Context: an optimization exercise on an open-source flow, tuned for small area. The choices shown serve that exercise and are no tape-out recipe.
The RTL was checked by simulation tests, not by an equivalence proof against the original design.
No activity file was given, so power comes from the tool's default toggle rates.

File: flow/config.mk
export PLATFORM = sky130hd
export DESIGN_NAME = processor
export DESIGN_NICKNAME = processor
export VERILOG_FILES = /design/flow/design.v
export SDC_FILE = /design/flow/constraint.sdc
export NUM_CORES = 4
export LEC_CHECK = 0
export CAP_MARGIN = 20
export CORE_MARGIN = 2
export CORE_UTILIZATION = 40
export SETUP_SLACK_MARGIN = 0.4
export SLEW_MARGIN = 20
File: flow/constraint.sdc
create_clock -name core_clock -period 10.0 [get_ports {clk}]
set_input_delay 2.0000 -clock core_clock [delete_from_list [all_inputs] [get_ports {clk}]]
set_output_delay 2.0000 -clock core_clock [all_outputs]
set_load 0.01 [all_outputs]
File: flow/run.sh
#!/bin/bash
# synth_recipe.tcl (not shown) runs the flow's synth.tcl, then flattens the netlist and writes it again
# the make line also repeats each setting of config.mk as NAME=value (left out here)
make -C /OpenROAD-flow-scripts/flow DESIGN_CONFIG=/design/flow/config.mk WORK_HOME=/design/flow/orfs CLKGATE_MAP_FILE= SYNTH_SCRIPT=/design/flow/synth_recipe.tcl finish
File: flow/design.v
package mipsPkg;
	localparam int dataWidth    = 32;
	localparam int regAddrWidth = 5;
	typedef logic [dataWidth-1:0]    word_t;
	typedef logic [regAddrWidth-1:0] regAddr_t;
	typedef enum logic [5:0] {
		opRtype    = 6'b000000,
		opJ        = 6'b000010,
		opJal      = 6'b000011,
		opBeq      = 6'b000100,
		opJr       = 6'b000111,  
		opAddi     = 6'b001000,
		opSpecial2 = 6'b011111,  
		opLw       = 6'b100011,
		opSw       = 6'b101011
	} opcode_t;
	typedef enum logic [5:0] {
		fnSllv = 6'b000100,
		fnSrlv = 6'b000110,
		fnSrav = 6'b000111,
		fnQb   = 6'b010000,  
		fnAdd  = 6'b100000,
		fnSub  = 6'b100010,
		fnAnd  = 6'b100100,
		fnOr   = 6'b100101,
		fnSlt  = 6'b101010
	} funct_t;
	typedef enum logic [3:0] {
		aluAnd    = 4'b0000,
		aluOr     = 4'b0001,
		aluAdd    = 4'b0010,
		aluSub    = 4'b0110,
		aluSlt    = 4'b0111,
		aluAdduQb = 4'b1000,
		aluSllv   = 4'b1010,
		aluSrlv   = 4'b1011,
		aluSrav   = 4'b1100,
		aluNone   = 4'b1111  
	} aluOp_t;
	localparam regAddr_t linkReg    = 5'd31;  
	localparam word_t    pcStep     = 32'd4;
	localparam regAddr_t shamtQbAdd = 5'd0;   
endpackage
module controlDecoder (
	input  logic [5:0] opcode,
	input  logic [5:0] funct,
	input  logic [4:0] shamt,
	output logic       ctrl_regWrite,
	output logic       ctrl_memToReg,   
	output logic       ctrl_memWrite,   
	output logic       ctrl_regDst,     
	output logic       ctrl_aluSrc,     
	output logic       ctrl_branch,     
	output logic       ctrl_jump,       
	output logic       ctrl_link,       
	output logic       ctrl_jumpReg,    
	output logic       ctrl_sub,        
	output logic       ctrl_qb,         
	output logic       ctrl_selSum,
	output logic       ctrl_selAnd,
	output logic       ctrl_selOr,
	output logic       ctrl_selSlt,
	output logic       ctrl_selSrl,     
	output logic       ctrl_selSll,
	output logic       ctrl_sra
);
	logic isR, isQb, isAddi, isLw, isSw;
	logic fAdd, fSub, fAnd, fOr, fSlt, fSll, fSrl, fSra;
	assign isR    = opcode == mipsPkg::opRtype;
	assign isQb   = opcode == mipsPkg::opSpecial2 && funct == mipsPkg::fnQb && shamt == mipsPkg::shamtQbAdd;
	assign isAddi = opcode == mipsPkg::opAddi;
	assign isLw   = opcode == mipsPkg::opLw;
	assign isSw   = opcode == mipsPkg::opSw;
	assign fAdd = isR && funct == mipsPkg::fnAdd;
	assign fSub = isR && funct == mipsPkg::fnSub;
	assign fAnd = isR && funct == mipsPkg::fnAnd;
	assign fOr  = isR && funct == mipsPkg::fnOr;
	assign fSlt = isR && funct == mipsPkg::fnSlt;
	assign fSll = isR && funct == mipsPkg::fnSllv;
	assign fSrl = isR && funct == mipsPkg::fnSrlv;
	assign fSra = isR && funct == mipsPkg::fnSrav;
	assign ctrl_branch   = opcode == mipsPkg::opBeq;
	assign ctrl_link     = opcode == mipsPkg::opJal;
	assign ctrl_jump     = opcode == mipsPkg::opJ || ctrl_link;
	assign ctrl_jumpReg  = opcode == mipsPkg::opJr;
	assign ctrl_memToReg = isLw;
	assign ctrl_memWrite = isSw;
	assign ctrl_aluSrc   = isAddi || isLw || isSw;
	assign ctrl_regDst   = isR || isQb;
	assign ctrl_sub    = fSub || fSlt || ctrl_branch;
	assign ctrl_qb     = isQb;
	assign ctrl_selSum = fAdd || fSub || isQb || ctrl_aluSrc || ctrl_branch;
	assign ctrl_selAnd = fAnd;
	assign ctrl_selOr  = fOr;
	assign ctrl_selSlt = fSlt;
	assign ctrl_selSrl = fSrl || fSra;
	assign ctrl_selSll = fSll;
	assign ctrl_sra    = fSra;
	assign ctrl_regWrite = fAdd || fSub || fAnd || fOr || fSlt || fSll || fSrl || fSra
		|| isQb || isAddi || isLw || ctrl_link;
endmodule
module alu (
	input  logic           sub,
	input  logic           qb,
	input  logic           selSum,
	input  logic           selAnd,
	input  logic           selOr,
	input  logic           selSlt,
	input  logic           selSrl,
	input  logic           selSll,
	input  logic           sra,
	input  mipsPkg::word_t srcA,
	input  mipsPkg::word_t srcB,     
	input  mipsPkg::word_t srcT,     
	output mipsPkg::word_t result,
	output logic           zero      
);
	mipsPkg::word_t bx;
	logic [35:0] x, y;
	logic [36:0] s;
	mipsPkg::word_t sum;
	logic lt;
	assign bx = srcB ^ {32{sub}};
	assign x  = {srcA[31:24], ~qb, srcA[23:16], ~qb, srcA[15:8], ~qb, srcA[7:0], 1'b1};
	assign y  = {bx[31:24], 1'b0, bx[23:16], 1'b0, bx[15:8], 1'b0, bx[7:0], sub};
	assign s  = {1'b0, x} + {1'b0, y};
	assign sum = {s[35:28], s[26:19], s[17:10], s[8:1]};
	assign lt  = ~s[36];  
	assign zero = (sum == '0);
	mipsPkg::word_t shIn, sh;
	logic fill;
	always_comb begin
		for (int i = 0; i < 32; i++) shIn[i] = selSll ? srcT[31-i] : srcT[i];
	end
	assign fill = sra & srcT[31];
	assign sh = mipsPkg::word_t'($signed({fill, shIn}) >>> srcA[4:0]);
	always_comb begin
		for (int i = 0; i < 32; i++) begin
			result[i] = (selSum & sum[i]) | (selAnd & srcA[i] & srcT[i]) | (selOr & (srcA[i] | srcT[i]))
				| (selSrl & sh[i]) | (selSll & sh[31-i]);
		end
		result[0] = result[0] | (selSlt & lt);
	end
endmodule
module registerFile #(
	parameter mipsPkg::word_t stackInit = 32'h0000_4000
) (
	input  logic              clk,
	input  logic              reset,
	input  mipsPkg::regAddr_t readAddr1,
	input  mipsPkg::regAddr_t readAddr2,
	input  mipsPkg::regAddr_t writeAddr,
	input  logic              writeEnable,
	input  mipsPkg::word_t    writeData,    
	output mipsPkg::word_t    readData1,
	output mipsPkg::word_t    readData2
);
	localparam int stackReg = 29;
	logic [31:1][31:0] regs;
	logic [31:1]       wen, sel1, sel2;
	mipsPkg::word_t    stackData;
	assign stackData = writeData | ({32{reset}} & stackInit);
	for (genvar i = 1; i < 32; i++) begin : g_reg
		assign wen[i]  = reset | (writeEnable && writeAddr == i);
		assign sel1[i] = readAddr1 == i;
		assign sel2[i] = readAddr2 == i;
		always_ff @(posedge clk) begin
			if (wen[i]) regs[i] <= (i == stackReg) ? stackData : writeData;
		end
	end
	always_comb begin
		readData1 = '0;
		readData2 = '0;
		for (int i = 1; i < 32; i++) begin
			readData1 = readData1 | ({32{sel1[i]}} & regs[i]);
			readData2 = readData2 | ({32{sel2[i]}} & regs[i]);
		end
	end
endmodule
module fetchUnit #(
	parameter mipsPkg::word_t resetPc = '0
) (
	input  logic           clk,
	input  logic           reset,
	input  logic           takeBranch,
	input  logic           jump,
	input  logic           jumpReg,
	input  logic [15:0]    branchOffset,
	input  logic [25:0]    jumpIndex,
	input  mipsPkg::word_t jumpRegTarget,
	output mipsPkg::word_t pc,
	output mipsPkg::word_t pcPlus4
);
	logic [29:0] branchWord;
	mipsPkg::word_t nextPc;
	assign pcPlus4    = {pc[31:2] + 30'd1, pc[1:0]};
	assign branchWord = pc[31:2] + {{14{branchOffset[15]}}, branchOffset} + 30'd1;
	always_comb begin
		if (jumpReg) begin
			nextPc = jumpRegTarget;
		end else if (jump) begin
			nextPc = {pcPlus4[31:28], jumpIndex, 2'b00};
		end else if (takeBranch) begin
			nextPc = {branchWord, pc[1:0]};
		end else begin
			nextPc = pcPlus4;
		end
	end
	always_ff @(posedge clk) begin
		if (reset) begin
			pc <= resetPc;
		end else begin
			pc <= nextPc;
		end
	end
endmodule
module dataPath #(
	parameter mipsPkg::word_t resetPc   = '0,
	parameter mipsPkg::word_t stackInit = 32'h0000_4000
) (
	input  logic           clk,
	input  logic           reset,
	input  mipsPkg::word_t instruction,
	input  mipsPkg::word_t memReadData,
	input  logic           ctrl_regWrite,
	input  logic           ctrl_memToReg,
	input  logic           ctrl_regDst,
	input  logic           ctrl_aluSrc,
	input  logic           ctrl_branch,
	input  logic           ctrl_jump,
	input  logic           ctrl_link,
	input  logic           ctrl_jumpReg,
	input  logic           ctrl_sub,
	input  logic           ctrl_qb,
	input  logic           ctrl_selSum,
	input  logic           ctrl_selAnd,
	input  logic           ctrl_selOr,
	input  logic           ctrl_selSlt,
	input  logic           ctrl_selSrl,
	input  logic           ctrl_selSll,
	input  logic           ctrl_sra,
	output mipsPkg::word_t pc,
	output mipsPkg::word_t memAddr,
	output mipsPkg::word_t memWriteData
);
	mipsPkg::regAddr_t rs, rt, rd;
	mipsPkg::regAddr_t writeAddr;
	mipsPkg::word_t    signExtImm;
	mipsPkg::word_t    readData1, readData2;
	mipsPkg::word_t    aluSrcB, aluResult;
	mipsPkg::word_t    writeData;
	mipsPkg::word_t    pcPlus4;
	logic              aluZero;
	logic              selLink, selMem, selAlu;
	assign rs         = instruction[25:21];
	assign rt         = instruction[20:16];
	assign rd         = instruction[15:11];
	assign signExtImm = {{(mipsPkg::dataWidth-16){instruction[15]}}, instruction[15:0]};
	assign aluSrcB   = ctrl_aluSrc ? signExtImm : readData2;
	assign writeAddr = ctrl_link ? mipsPkg::linkReg : (ctrl_regDst ? rd : rt);
	assign selLink   = ~reset & ctrl_link;
	assign selMem    = ~reset & ctrl_memToReg;
	assign selAlu    = ~reset & ~ctrl_link & ~ctrl_memToReg;
	assign writeData = ({32{selLink}} & pcPlus4) | ({32{selMem}} & memReadData)
		| ({32{selAlu}} & aluResult);
	assign memAddr      = aluResult;
	assign memWriteData = readData2;
	registerFile #(.stackInit(stackInit)) u_registerFile (
		.clk(clk), .reset(reset),
		.readAddr1(rs), .readAddr2(rt), .writeAddr(writeAddr),
		.writeEnable(ctrl_regWrite), .writeData(writeData),
		.readData1(readData1), .readData2(readData2)
	);
	alu u_alu (
		.sub(ctrl_sub), .qb(ctrl_qb), .selSum(ctrl_selSum), .selAnd(ctrl_selAnd),
		.selOr(ctrl_selOr), .selSlt(ctrl_selSlt), .selSrl(ctrl_selSrl), .selSll(ctrl_selSll),
		.sra(ctrl_sra), .srcA(readData1), .srcB(aluSrcB), .srcT(readData2),
		.result(aluResult), .zero(aluZero)
	);
	fetchUnit #(.resetPc(resetPc)) u_fetchUnit (
		.clk(clk), .reset(reset),
		.takeBranch(ctrl_branch & aluZero), .jump(ctrl_jump), .jumpReg(ctrl_jumpReg),
		.branchOffset(instruction[15:0]), .jumpIndex(instruction[25:0]),
		.jumpRegTarget(readData1),  
		.pc(pc), .pcPlus4(pcPlus4)
	);
endmodule
module processor #(
	parameter mipsPkg::word_t resetPc   = '0,
	parameter mipsPkg::word_t stackInit = 32'h0000_4000
) (
	input  logic           clk,
	input  logic           reset,
	output mipsPkg::word_t pc,
	input  mipsPkg::word_t instruction,
	output logic           memWrite,
	output mipsPkg::word_t memAddr,
	output mipsPkg::word_t memWriteData,
	input  mipsPkg::word_t memReadData
);
	logic ctrl_regWrite, ctrl_memToReg, ctrl_memWrite, ctrl_regDst, ctrl_aluSrc;
	logic ctrl_branch, ctrl_jump, ctrl_link, ctrl_jumpReg, ctrl_sub, ctrl_qb;
	logic ctrl_selSum, ctrl_selAnd, ctrl_selOr, ctrl_selSlt, ctrl_selSrl, ctrl_selSll, ctrl_sra;
	controlDecoder u_controlDecoder (
		.opcode(instruction[31:26]), .funct(instruction[5:0]), .shamt(instruction[10:6]),
		.ctrl_regWrite(ctrl_regWrite), .ctrl_memToReg(ctrl_memToReg),
		.ctrl_memWrite(ctrl_memWrite), .ctrl_regDst(ctrl_regDst), .ctrl_aluSrc(ctrl_aluSrc),
		.ctrl_branch(ctrl_branch), .ctrl_jump(ctrl_jump), .ctrl_link(ctrl_link),
		.ctrl_jumpReg(ctrl_jumpReg), .ctrl_sub(ctrl_sub), .ctrl_qb(ctrl_qb),
		.ctrl_selSum(ctrl_selSum), .ctrl_selAnd(ctrl_selAnd), .ctrl_selOr(ctrl_selOr),
		.ctrl_selSlt(ctrl_selSlt), .ctrl_selSrl(ctrl_selSrl), .ctrl_selSll(ctrl_selSll),
		.ctrl_sra(ctrl_sra)
	);
	dataPath #(.resetPc(resetPc), .stackInit(stackInit)) u_dataPath (
		.clk(clk), .reset(reset),
		.instruction(instruction), .memReadData(memReadData),
		.ctrl_regWrite(ctrl_regWrite), .ctrl_memToReg(ctrl_memToReg),
		.ctrl_regDst(ctrl_regDst), .ctrl_aluSrc(ctrl_aluSrc), .ctrl_branch(ctrl_branch),
		.ctrl_jump(ctrl_jump), .ctrl_link(ctrl_link), .ctrl_jumpReg(ctrl_jumpReg),
		.ctrl_sub(ctrl_sub), .ctrl_qb(ctrl_qb), .ctrl_selSum(ctrl_selSum),
		.ctrl_selAnd(ctrl_selAnd), .ctrl_selOr(ctrl_selOr), .ctrl_selSlt(ctrl_selSlt),
		.ctrl_selSrl(ctrl_selSrl), .ctrl_selSll(ctrl_selSll), .ctrl_sra(ctrl_sra),
		.pc(pc), .memAddr(memAddr), .memWriteData(memWriteData)
	);
	assign memWrite = ctrl_memWrite;
endmodule
==> parameters.txt <==
Parameter                              Value

Worst setup path
  Ordered list of cells on the worst path    clkdlybuf4s50_1 -> buf_12 -> nand3b_1 -> buf_4 -> nor2_4 -> buf_4 -> a22oi_1 -> nand4_1 -> or3_1 -> ha_1 -> buf_4 -> a211oi_1 -> a31oi_2 -> o2111ai_2 -> a31oi_1 -> buf_4 -> o21a_1 -> o21a_2 -> o2111a_1 -> a311oi_2 -> o221ai_2 -> buf_2
  Worst Reg2Reg Path Length in Cells    25
  Endpoint type of the worst setup path    primary output
  Longest individual stage delay on the worst path    870 ps
  Cell type of the slowest stage on the worst timing path    sky130_fd_sc_hd__nor2_4
  Cell family with most CP delay    compound AO/OA/AOI/OAI gates
  Critical path type    in2out
  Setup slack of the most critical reg-to-reg path    3160 ps
  Worst R2R End    u_dataPath.u_fetchUnit.pc[6]
  Cell type with the highest occurrence count on the critical path    sky130_fd_sc_hd__buf_4
  Data required time of the critical path    8000 ps
  Startpoint kind of the worst setup timing path    input pin
  Critical path arrival    7710 ps
  Crit path max fanout    25
  Launch point of the worst reg-to-reg path    u_dataPath.u_registerFile.regs[2]
  Critical path buffer and inverter count    7
  Worst setup path startpoint    instruction[23]

Power and ir drop
  Power density over the cells    176 mW/mm^2
  P_leak    26.0 nW
  Switching share of power    30.4%
  Net switching power    0.00366 W
  Share of power burned in registers    42.3%
  Total Power Consumption    0.0121 W
  Int Power    0.00839 W
  Combinational share of power    21.7%
  Clock network fraction of total power    36.0%
  VDD IR-drop max    0.000155 V

Min path
  Worst min path class    reg2reg
  Depth of the worst hold-timing path    2
  Beginning of the worst hold path    u_dataPath.u_fetchUnit.pc[0]
  Sink of the worst hold path    u_dataPath.u_fetchUnit.pc[0]

Floorplan
  Starting density of the core    40.3%
  Chip Height    368 microns
  Placement Rows    133
  I/O pins    163
  Placeable core area    0.131 sq mm
  Die Area    0.135 sq mm
  Overall die width    368 microns

Logic synthesis
  Cell type with the largest total area after synthesis    sky130_fd_sc_hd__edfxtp_1
  Ys flop type    sky130_fd_sc_hd__edfxtp_1
  Post-synth net total    4558
  Synth Area per Inst    12.0 sq um
  Number of instances in the synthesized netlist    4429
  Biggest area contributors in the synthesized netlist    sky130_fd_sc_hd__edfxtp_1 56%, sky130_fd_sc_hd__a22oi_1 10%, sky130_fd_sc_hd__mux2i_1 3.5%
  Proportion of netlist area held by the largest area contributor    56.2%
  Share of the yosys chip area belonging to registers    57.4%
  Area of the mapped netlist    0.0530 sq mm
  Yosys warnings    3
  Number of distinct library cell variants in the gate-level netlist after synthesis    100
  Share of flip-flops with an asynchronous set or reset after synthesis    0%
  Count of flip-flops with a built-in enable after synthesis    992
  Number of register bits inferred by synthesis    1024

Timing
  Number of pins with negative max-slew slack in the final report    0
  Actual slew at the worst max-slew pin    1310 ps
  Final setup fails    0
  Highest clock rate    103 MHz
  Fin crit share    97.1%
  Worst Skew    67.4 ps
  Max-slew headroom at the worst pin    12.3%
  Accumulated negative setup slack    0 ps
  Number of hold-slack violations in the final timing report    0
  Unrepaired setup endpoints after global routing    true
  Minimum clock period after layout    9710 ps

Routing
  Total number of vias    52.8k
  Number of DRC violations after detailed routing    0
  Vias per Instance    7.48
  DR iter-0 viols    11.1k
  Per-cell routed wire length    45.3 microns
  Final wirelength    320 mm
  DRT antenna net count    0
  First drt pass iteration count    10

Finish
  Final net count    5332
  # fillers    11.5k
  Signed area change from the synthesized netlist to the final layout    29.4%
  Layout cell share with drive strength beyond 1    26.7%

Clocking
  Clock tree from TritonCTS    built
  Worst skew pair latency    810 ps
  Cell chosen for the clock root    sky130_fd_sc_hd__clkbuf_16
  Htree depth    3
  Sinks on the clock net    1024
  Maximum buffer depth of the clock tree    3
  Clock slew at the register clock pins of the worst setup and hold paths    60 ps
  Inserted Clock Buffers    107

Global routing
  Number of global-route vias before repair    48.9k
  Global-route wire length before repair    422 mm
  Initial antenna violation count    12
  Total global-route track usage    45.6%
  Maximum number of pins on one net before global-route repair    53
  Global-route congestion overflow total    0

Placed design
  # port buffers    162
  Routability Congestion    1.08
  Estimated wirelength of the detail-placed design    221 mm

Flow run
  Max-cap violation count    0

Run status
  Run status  timing/DRC/antenna clean
-- metrics by stage --
stage	instance area [sq um]	std cells	setup slack, ps	hold WS, ps	util [%]
after floorplan	53000	4429	825	556	-
after detailed placement	63000	6777	-613	554	47.9
after global routing	68600	7049	310	610	52.2
after CTS	67600	7012	185	572	51.4
after global placement	63000	6777	-549	549	47.9
final	68600	7059	290	575	52.2
-- layout make-up --
class	count	area, sq um	share of cell area [%]
multi-input combinational	2996	22700	33.1
tap	1755	2200	3.20
sequential	1024	30400	44.4
timing repair buffer	1036	9340	13.6
clock inverter	77	967	1.41
inverter	38	143	0.208
clock buffer	123	2790	4.07
antenna	10	25.0	0.0365
-- per-layer routing --
layer,routed length (microns),GRT usage [%],up-vias
met4,31400,33.2,8
met2,127000,64.0,5736
li1,-,-,19700
met3,50800,18.1,1632
met5,169,0,-
met1,110000,56.6,25700
-- repair_timing --
action | 4_1_cts | 5_1_grt
buffers inserted | 34 | 37
hold buffers | 0 | 0
setup endpoints to repair | 30 | 31
gates cloned | 1 | 0
pin swaps | 36 | 68
resized for setup | 186 | 178
endpoints found under the hold margin | 0 | 0
-- power groups by stage --
stage	logic (W)	clock network [W]	registers [W]
2_1_floorplan	0.000987	0	0.00510
3_3_place_gp	0.00234	0	0.00517
3_5_place_dp	0.00233	0	0.00517
4_1_cts	0.00241	0.00431	0.00508
5_1_grt	0.00263	0.00449	0.00510
6_report	0.00261	0.00434	0.00510
-- how the worst max path moves through the flow --
stage | depth (start not counted) | endpoint
6_report | 22 | memAddr[29]
5_1_grt | 24 | memAddr[28]
4_1_cts | 28 | memAddr[28]
3_5_place_dp | 25 | memAddr[28]
3_3_place_gp | 26 | memAddr[28]
2_1_floorplan | 22 | memAddr[26]
-- cells in the final DEF (no fill, tap or decap), types with 25 or more instances in the layout --
master                            Yosys  routed
sky130_fd_sc_hd__a2111oi_0           67      26
sky130_fd_sc_hd__a2111oi_2            8      27
sky130_fd_sc_hd__a21o_2               0      25
sky130_fd_sc_hd__a21oi_1            117      87
sky130_fd_sc_hd__a21oi_2              0      28
sky130_fd_sc_hd__a222oi_1            42      42
sky130_fd_sc_hd__a22oi_1            704     686
sky130_fd_sc_hd__a32oi_1             59      59
sky130_fd_sc_hd__and3_1             232     225
sky130_fd_sc_hd__and4_1              27      27
sky130_fd_sc_hd__buf_12               0      87
sky130_fd_sc_hd__buf_4                3     756
sky130_fd_sc_hd__buf_6                2      29
sky130_fd_sc_hd__clkbuf_16            0     108
sky130_fd_sc_hd__clkdlybuf4s50_1      0     132
sky130_fd_sc_hd__dfxtp_1             32      32
sky130_fd_sc_hd__edfxtp_1           992     992
sky130_fd_sc_hd__ha_1                62      59
sky130_fd_sc_hd__inv_1               36      36
sky130_fd_sc_hd__maj3_1              32      32
sky130_fd_sc_hd__mux2i_1            184     179
sky130_fd_sc_hd__nand2_1            214     211
sky130_fd_sc_hd__nand3_1            178     176
sky130_fd_sc_hd__nand4_1            139     139
sky130_fd_sc_hd__nor2_1             193     144
sky130_fd_sc_hd__nor2_4               0      42
sky130_fd_sc_hd__nor3_1              61      49
sky130_fd_sc_hd__o21ai_0             79      58
sky130_fd_sc_hd__or4_1               51      31
sky130_fd_sc_hd__xnor2_1             85      77
-- state kept, by name (all words and copies together) (netlist names) --
| name | flops |
|---|---|
| u_dataPath.u_fetchUnit.pc | 32 |
| u_dataPath.u_registerFile.regs | 992 |
-- Yosys cell counts, types with 9 or more instances --
cell type and instances:
sky130_fd_sc_hd__a2111oi_0 67, sky130_fd_sc_hd__o21a_1 17, sky130_fd_sc_hd__clkbuf_1 296, sky130_fd_sc_hd__a22oi_1 704, sky130_fd_sc_hd__o21ai_0 79, sky130_fd_sc_hd__nand2_1 214
sky130_fd_sc_hd__mux2_2 21, sky130_fd_sc_hd__buf_1 56, sky130_fd_sc_hd__a222oi_1 42, sky130_fd_sc_hd__buf_2 13, sky130_fd_sc_hd__nor4_1 24, sky130_fd_sc_hd__nor3_1 61
sky130_fd_sc_hd__a211oi_1 13, sky130_fd_sc_hd__or4_1 51, sky130_fd_sc_hd__o211ai_1 20, sky130_fd_sc_hd__o21bai_1 11, sky130_fd_sc_hd__a221oi_1 22, sky130_fd_sc_hd__nor2b_1 17
sky130_fd_sc_hd__mux2i_1 184, sky130_fd_sc_hd__xnor2_1 85, sky130_fd_sc_hd__and2_1 21, sky130_fd_sc_hd__and4_1 27, sky130_fd_sc_hd__nand3_1 178, sky130_fd_sc_hd__a32oi_1 59
sky130_fd_sc_hd__ha_1 62, sky130_fd_sc_hd__inv_1 36, sky130_fd_sc_hd__dfxtp_1 32, sky130_fd_sc_hd__a221o_1 11, sky130_fd_sc_hd__a31oi_1 16, sky130_fd_sc_hd__xor2_1 18
sky130_fd_sc_hd__edfxtp_1 992, sky130_fd_sc_hd__a22o_1 13, sky130_fd_sc_hd__a21o_1 44, sky130_fd_sc_hd__a21oi_1 117, sky130_fd_sc_hd__and3_1 232, sky130_fd_sc_hd__o2bb2ai_1 10
sky130_fd_sc_hd__maj3_1 32, sky130_fd_sc_hd__nand4_1 139, sky130_fd_sc_hd__nand2b_1 17, sky130_fd_sc_hd__or3_1 17, sky130_fd_sc_hd__a32o_1 9, sky130_fd_sc_hd__nand3b_1 12
sky130_fd_sc_hd__nor2_1 193
-- cells by family (layout without fill, tap and decap cells) --
group | count (synthesis) | after routing | share of synthesized area (%)
muxes | 205 | 205 | 3.92
DFF | 1024 | 1024 | 57.4
other | 0 | 10 | 0
adders and majority gates | 95 | 95 | 2.10
AOI/OAI and AO/OA | 1335 | 1335 | 18.9
buffers and inverters | 410 | 1274 | 3.01
xor gates and xnor gates | 103 | 103 | 1.70
and+or+nand+nor | 1257 | 1258 | 13.0
-- worst min-delay path: stages, from the launching register on --
cell and delay [ps]:
sky130_fd_sc_hd__dfxtp_1 380, sky130_fd_sc_hd__a22oi_1 90, sky130_fd_sc_hd__nor2_1 80

==> afterwards: timing with drivers on the ports <==
In the flow no input, the clock included, has a driving cell. The finished layout below was timed again as built, in two steps. Step 1 (the two cells are an assumption about what drives the block):
set clk [get_ports {clk}]
set_driving_cell -lib_cell sky130_fd_sc_hd__clkbuf_16 $clk
set_driving_cell -lib_cell sky130_fd_sc_hd__buf_2 [delete_from_list [all_inputs] $clk]
Step 2 adds t to the input delays and takes it off the output delays; t is the mean of the earliest and latest rising clock arrival at the registers after step 1. Input paths then give back, and output paths get back, about the clock's delay inside the block. a / b / c = no drivers / after step 1 / after step 2; a / b = the first two.
shift t [ns]: 0.853
setup WS [ns]: 0.290 / 0.265 / 0.265
worst data-port slew with drivers (ns): 0.06
After both steps this run still meets setup and hold. For this run, drivers alone change the setup slack by -0.025 ns; drivers and shift together by -0.025 ns.
